This is an optimization exercise on Yosys and OpenROAD, whose aim is small area and a short achievable clock period, not a production implementation. The RTL was checked by simulation tests, not by an equivalence proof against the original design. Power and IR drop assume default switching activity.

==> flow/design.v <==
`default_nettype none
module position_ledger #(
    parameter int SYMBOL_WIDTH = 32,
    parameter int VOLUME_WIDTH = 32,
    parameter int POS_WIDTH    = 48,
    parameter int NUM_SLOTS    = 16,
    parameter int SLOT_W       = $clog2(NUM_SLOTS)
) (
    input  wire logic                    clk,
    input  wire logic                    rst_n,
    input  wire logic                    upd_valid,
    input  wire logic [SYMBOL_WIDTH-1:0] upd_symbol,
    input  wire logic [VOLUME_WIDTH-1:0] upd_quantity,
    input  wire logic                    upd_side,
    input  wire logic [POS_WIDTH-2:0]    pos_limit,
    input  wire logic                    clear,
    input  wire logic                    qry_valid,
    input  wire logic [SYMBOL_WIDTH-1:0] qry_symbol,
    output logic                         qry_resp_valid,
    output logic                         qry_found,
    output logic [POS_WIDTH-1:0]         qry_position,
    output logic                         rpt_valid,
    output logic [SYMBOL_WIDTH-1:0]      rpt_symbol,
    output logic [POS_WIDTH-1:0]         rpt_position,
    output logic [SLOT_W-1:0]            rpt_slot,
    output logic                         rpt_breach,
    output logic                         table_full,
    output logic [SLOT_W:0]              used_slots,
    output logic [31:0]                  drop_count,
    output logic [31:0]                  breach_count
);
    localparam logic [POS_WIDTH-1:0] P_MAX = {1'b0, {(POS_WIDTH-1){1'b1}}};
    localparam logic [POS_WIDTH-1:0] N_MAX = {1'b1, {(POS_WIDTH-2){1'b0}}, 1'b1};
    logic [SYMBOL_WIDTH-1:0] sym_q [NUM_SLOTS];
    logic [POS_WIDTH-1:0]    pos_q [NUM_SLOTS];
    logic [SLOT_W:0]         used_q;
    logic                    s1_valid_q;
    logic [SYMBOL_WIDTH-1:0] s1_symbol_q;
    logic [VOLUME_WIDTH-1:0] s1_qty_q;       
    logic                    s1_side_q;
    logic [NUM_SLOTS-1:0]    s1_match_q;
    logic [POS_WIDTH-1:0]    s1_base_q;      
    logic                    rpt_valid_q, rpt_breach_q;
    logic [SYMBOL_WIDTH-1:0] rpt_symbol_q;
    logic [POS_WIDTH-1:0]    rpt_position_q;
    logic [SLOT_W-1:0]       rpt_slot_q;
    logic                    qry_resp_valid_q, qry_found_q;
    logic [POS_WIDTH-1:0]    qry_position_q;
    logic [31:0]             drop_q, breach_cnt_q;
    logic [NUM_SLOTS-1:0]    valid, first_free, upd_m, qry_m, match_d, pos_we;
    logic                    full, hit, write_en, alloc, drop, breach, eq_s1, q_found;
    logic [SLOT_W-1:0]       hit_idx, wr_idx;
    logic [POS_WIDTH-1:0]    base, base_d, new_pos, q_pos;
    logic [POS_WIDTH:0]      sum;
    logic                    ovf_pos, ovf_neg, low_eq, lo_c;
    logic [VOLUME_WIDTH+1:0] lo_sum;
    logic [POS_WIDTH-VOLUME_WIDTH:0] hi_a, hi_p1, hi_m1, hi_sum;
    localparam int EXT_W = POS_WIDTH + 2;
    logic [EXT_W-1:0]        op_a, op_q, lim_n, lim_p, gt_s, gt_c, gt_x, lt_s, lt_c, lt_x;
    assign full = used_q[SLOT_W];
    always_comb begin
        for (int i = 0; i < NUM_SLOTS; i++) begin
            valid[i]      = used_q > (SLOT_W+1)'(i);
            first_free[i] = used_q == (SLOT_W+1)'(i);
            upd_m[i]      = valid[i] && (sym_q[i] == upd_symbol);
            qry_m[i]      = valid[i] && (sym_q[i] == qry_symbol);
        end
    end
    always_comb begin
        hit      = s1_valid_q && (|s1_match_q);
        write_en = s1_valid_q && (hit || !full) && !clear;
        alloc    = s1_valid_q && !hit && !full && !clear;
        drop     = s1_valid_q && !hit && full && !clear;
        base     = s1_base_q;
        hit_idx  = '0;
        for (int i = 0; i < NUM_SLOTS; i++) begin
            hit_idx = hit_idx | (s1_match_q[i] ? SLOT_W'(i) : '0);
            pos_we[i] = (s1_valid_q && s1_match_q[i]) || first_free[i];
        end
        wr_idx = hit ? hit_idx : used_q[SLOT_W-1:0];
        lo_sum  = {1'b0, base[VOLUME_WIDTH-1:0], 1'b1} + {1'b0, s1_qty_q, s1_side_q};
        lo_c    = lo_sum[VOLUME_WIDTH+1];
        hi_a    = {base[POS_WIDTH-1], base[POS_WIDTH-1:VOLUME_WIDTH]};
        hi_p1   = hi_a + 1'b1;
        hi_m1   = hi_a - 1'b1;
        if (lo_c && !s1_side_q)      hi_sum = hi_p1;
        else if (!lo_c && s1_side_q) hi_sum = hi_m1;
        else                         hi_sum = hi_a;
        sum     = {hi_sum, lo_sum[VOLUME_WIDTH:1]};
        low_eq  = (base[POS_WIDTH-2:0] == {{(POS_WIDTH-1-VOLUME_WIDTH){1'b0}}, ~s1_qty_q});
        ovf_pos = !sum[POS_WIDTH] && sum[POS_WIDTH-1];
        ovf_neg = s1_side_q && sum[POS_WIDTH] && (!sum[POS_WIDTH-1] || low_eq);
        new_pos = ovf_pos ? P_MAX : (ovf_neg ? N_MAX : sum[POS_WIDTH-1:0]);
        op_a    = {{(EXT_W-POS_WIDTH){base[POS_WIDTH-1]}}, base};
        op_q    = {{(EXT_W-VOLUME_WIDTH){s1_side_q}}, s1_qty_q};
        lim_n   = ~{{(EXT_W-POS_WIDTH+1){1'b0}}, pos_limit};
        lim_p   = {{(EXT_W-POS_WIDTH+1){1'b0}}, pos_limit};
        gt_s    = op_a ^ op_q ^ lim_n;
        gt_c    = (op_a & op_q) | (op_a & lim_n) | (op_q & lim_n);
        gt_x    = gt_s + {gt_c[EXT_W-2:0], s1_side_q};
        lt_s    = op_a ^ op_q ^ lim_p;
        lt_c    = (op_a & op_q) | (op_a & lim_p) | (op_q & lim_p);
        lt_x    = lt_s + {lt_c[EXT_W-2:0], s1_side_q};
        breach  = (!gt_x[EXT_W-1] || lt_x[EXT_W-1]) && !((ovf_pos || ovf_neg) && (&pos_limit));
    end
    always_comb begin
        eq_s1   = (upd_symbol == s1_symbol_q);
        match_d = upd_m | ((alloc && eq_s1) ? first_free : '0);
        base_d  = '0;
        for (int i = 0; i < NUM_SLOTS; i++)
            base_d = base_d | (upd_m[i] ? pos_q[i] : '0);
        if (write_en && eq_s1) base_d = new_pos;
    end
    always_comb begin
        q_found = |qry_m;
        q_pos   = '0;
        for (int i = 0; i < NUM_SLOTS; i++)
            q_pos = q_pos | (qry_m[i] ? pos_q[i] : '0);
    end
    always_ff @(posedge clk) begin
        for (int i = 0; i < NUM_SLOTS; i++) begin
            if (first_free[i]) sym_q[i] <= s1_symbol_q;
            if (pos_we[i])     pos_q[i] <= new_pos;
        end
    end
    always_ff @(posedge clk) begin
        s1_symbol_q <= upd_symbol;
        s1_qty_q    <= upd_quantity ^ {VOLUME_WIDTH{upd_side}};
        s1_side_q   <= upd_side;
        s1_match_q  <= match_d;
        s1_base_q   <= base_d;
    end
    always_ff @(posedge clk or negedge rst_n) begin
        if (!rst_n) begin
            s1_valid_q       <= 1'b0;
            used_q           <= '0;
            rpt_valid_q      <= 1'b0;
            rpt_symbol_q     <= '0;
            rpt_position_q   <= '0;
            rpt_slot_q       <= '0;
            rpt_breach_q     <= 1'b0;
            qry_resp_valid_q <= 1'b0;
            qry_found_q      <= 1'b0;
            qry_position_q   <= '0;
            drop_q           <= '0;
            breach_cnt_q     <= '0;
        end else begin
            s1_valid_q       <= upd_valid && !clear;
            used_q           <= clear ? '0 : used_q + (SLOT_W+1)'(alloc);
            rpt_valid_q      <= write_en;
            qry_resp_valid_q <= qry_valid && !clear;
            if (write_en) begin
                rpt_symbol_q   <= s1_symbol_q;
                rpt_position_q <= new_pos;
                rpt_slot_q     <= wr_idx;
                rpt_breach_q   <= breach;
            end
            if (qry_valid && !clear) begin
                qry_found_q    <= q_found;
                qry_position_q <= q_pos;
            end
            if (drop && (drop_q != 32'hFFFF_FFFF))
                drop_q <= drop_q + 32'd1;
            if (write_en && breach && (breach_cnt_q != 32'hFFFF_FFFF))
                breach_cnt_q <= breach_cnt_q + 32'd1;
        end
    end
    assign rpt_valid      = rpt_valid_q;
    assign rpt_symbol     = rpt_symbol_q;
    assign rpt_position   = rpt_position_q;
    assign rpt_slot       = rpt_slot_q;
    assign rpt_breach     = rpt_breach_q;
    assign qry_resp_valid = qry_resp_valid_q;
    assign qry_found      = qry_found_q;
    assign qry_position   = qry_position_q;
    assign used_slots     = used_q;
    assign table_full     = full;
    assign drop_count     = drop_q;
    assign breach_count   = breach_cnt_q;
endmodule
`default_nettype wire
Settings: LEC_CHECK=0, CAP_MARGIN=20, CORE_MARGIN=2, CORE_UTILIZATION=40, SETUP_SLACK_MARGIN=5, SLEW_MARGIN=20; clock period 13.0 ns.
standard.sh (not shown) runs the stock make flow with config.mk's settings and CLKGATE_MAP_FILE= SYNTH_SCRIPT=/design/flow/synth_recipe.tcl, a recipe that flattens the netlist after the stock synthesis.
==> flow/flow/run.sh <==
#!/bin/bash
set -euo pipefail
sed -E 's/SETUP_SLACK_MARGIN=[^ ]+/SETUP_SLACK_MARGIN=8.3/' standard.sh > standard_tight.sh
grep -q 'SETUP_SLACK_MARGIN=8.3' standard_tight.sh
bash standard_tight.sh > make_finish.log 2>&1
==> next run, changes <==
==> flow/flow/run.sh (replaced) <==
#!/bin/bash
set -euo pipefail
MARGIN=8.3
EXTRA="MATCH_CELL_FOOTPRINT=0 'BUFFER_PORTS_ARGS=-buffer_cell sky130_fd_sc_hd__buf_2' 'CTS_ARGS=-sink_clustering_enable -repair_clock_nets -dont_use_dummy_load -buf_list sky130_fd_sc_hd__clkbuf_8'"
sed -E \
  -e "s/SETUP_SLACK_MARGIN=[^ ']+/SETUP_SLACK_MARGIN=${MARGIN}/" \
  -e "s/\"\\$\\{@:-finish\\}\"/${EXTRA} \"\${@:-finish}\"/" \
  standard.sh > standard_tight.sh
grep -q "SETUP_SLACK_MARGIN=${MARGIN}" standard_tight.sh
grep -q "dont_use_dummy_load" standard_tight.sh
bash standard_tight.sh > make_finish.log 2>&1
- CORE_UTILIZATION: 40 -> 50
The new run ran to the end with no violations; critical path depth rose by 1; worst hold slack degrades by 9.8 ps; fmax rose by 1.9%; register-to-register slack degrades by 100 ps; combinational power fell by 22%; clock power fell by 25%; synthesized area stays the same; setup slack improves by 97 ps; die area fell by 20%; via count fell by 9.7%; design area fell by 13%.
==> next run, changes <==
--- a/flow/flow/run.sh
+++ b/flow/flow/run.sh
@@ -4 +4 @@
-EXTRA="MATCH_CELL_FOOTPRINT=0 'BUFFER_PORTS_ARGS=-buffer_cell sky130_fd_sc_hd__buf_2' 'CTS_ARGS=-sink_clustering_enable -repair_clock_nets -dont_use_dummy_load -buf_list sky130_fd_sc_hd__clkbuf_8'"
+EXTRA="MATCH_CELL_FOOTPRINT=0 'BUFFER_PORTS_ARGS=-buffer_cell sky130_fd_sc_hd__buf_2' 'CTS_ARGS=-sink_clustering_enable -repair_clock_nets -dont_use_dummy_load -buf_list sky130_fd_sc_hd__clkbuf_8 -sink_clustering_size 16 -sink_clustering_max_diameter 80'"
- power went down by 14%
- non-clock buffer count went up by 27
- count of clock-buffer cells in the layout went down by 173
- worst setup slack gets worse by 210 ps
- sequential power barely changes
- design area went down by 1.9%
- die area does not change
- utilization went down by 1.1 points
- maximum frequency went down by 4.0%
==> next run, changes <==
--- a/flow/flow/run.sh
+++ b/flow/flow/run.sh
@@ -3,2 +3,2 @@
-MARGIN=8.3
-EXTRA="MATCH_CELL_FOOTPRINT=0 'BUFFER_PORTS_ARGS=-buffer_cell sky130_fd_sc_hd__buf_2' 'CTS_ARGS=-sink_clustering_enable -repair_clock_nets -dont_use_dummy_load -buf_list sky130_fd_sc_hd__clkbuf_8 -sink_clustering_size 16 -sink_clustering_max_diameter 80'"
+MARGIN=8.6
+EXTRA="MATCH_CELL_FOOTPRINT=0 'BUFFER_PORTS_ARGS=-buffer_cell sky130_fd_sc_hd__buf_2' 'CTS_ARGS=-sink_clustering_enable -repair_clock_nets -dont_use_dummy_load -buf_list sky130_fd_sc_hd__clkbuf_8'"
- CAP_MARGIN: 20 -> 15
- SLEW_MARGIN: 20 -> 15
Outcome: Register-to-register slack improves by 380 ps. Final cell count rises by 3.3%. First-iteration DRC count rises by 7.1%. Non-clock buffer count rises by 110. Flip-flop and latch count is unchanged. Wire length rises by 5.1%. Sequential power rises by about 0.7%.
==> next run, changes <==
==> flow/flow/run.sh (replaced) <==
#!/bin/bash
set -euo pipefail
MARGIN=8.3
sed -E \
  -e "s/SETUP_SLACK_MARGIN=[^ ']+/SETUP_SLACK_MARGIN=${MARGIN}/" \
  -e "s/\"\\$\\{@:-finish\\}\"/MATCH_CELL_FOOTPRINT=0 'BUFFER_PORTS_ARGS=-buffer_cell sky130_fd_sc_hd__buf_4' \"\${@:-finish}\"/" \
  standard.sh > standard_tight.sh
grep -q "SETUP_SLACK_MARGIN=${MARGIN}" standard_tight.sh
grep -q "MATCH_CELL_FOOTPRINT=0" standard_tight.sh
bash standard_tight.sh > make_finish.log 2>&1
- CAP_MARGIN: 15 -> 20
- CORE_UTILIZATION: 50 -> 40
- SLEW_MARGIN: 15 -> 20
Outcome: Area after synthesis is unchanged. Total power came out higher by 9.5%. Via count came out lower by 3.1%.

-- re-timing with driven ports --
No port has a modelled driver above. Below, the same layouts with a new extraction and two added sets of constraints. Step 1 sets driving cells, clkbuf_16 on the clock port and buf_2 on the other inputs (assumed; they add their load-dependent delay and slew). Step 2 moves the port delays by t, midway between the first and last clock arrival at a register: inputs arrive t later, outputs are due t later. That takes back most of the time a late clock gives input paths. Three values: no drivers, after step 1, after step 2; two values: the first two.
run	t, ns	slack for setup (ns)	hold slack, ns	latest minus earliest clock arrival (ns)	worst data-port slew with drivers (ns)
the first run	0.944	7.844 / 7.860 / 6.916	0.467 / 0.467 / 0.467	0.048 / 0.048	0.23
the second run	1.074	7.941 / 7.971 / 6.898	0.458 / 0.458 / 0.458	0.135 / 0.135	0.12
the third run	0.972	7.732 / 7.766 / 6.794	0.468 / 0.468 / 0.468	0.162 / 0.161	0.12
the fourth run	1.111	7.993 / 8.005 / 6.895	0.466 / 0.466 / 0.466	0.097 / 0.097	0.11
the fifth run	0.930	7.969 / 7.947 / 7.016	0.468 / 0.468 / 0.468	0.051 / 0.051	0.15
After both steps setup and hold are still met in every run listed. For the fourth run, which loses most, drivers alone change the setup slack by +0.012 ns; drivers and shift together by -1.098 ns.
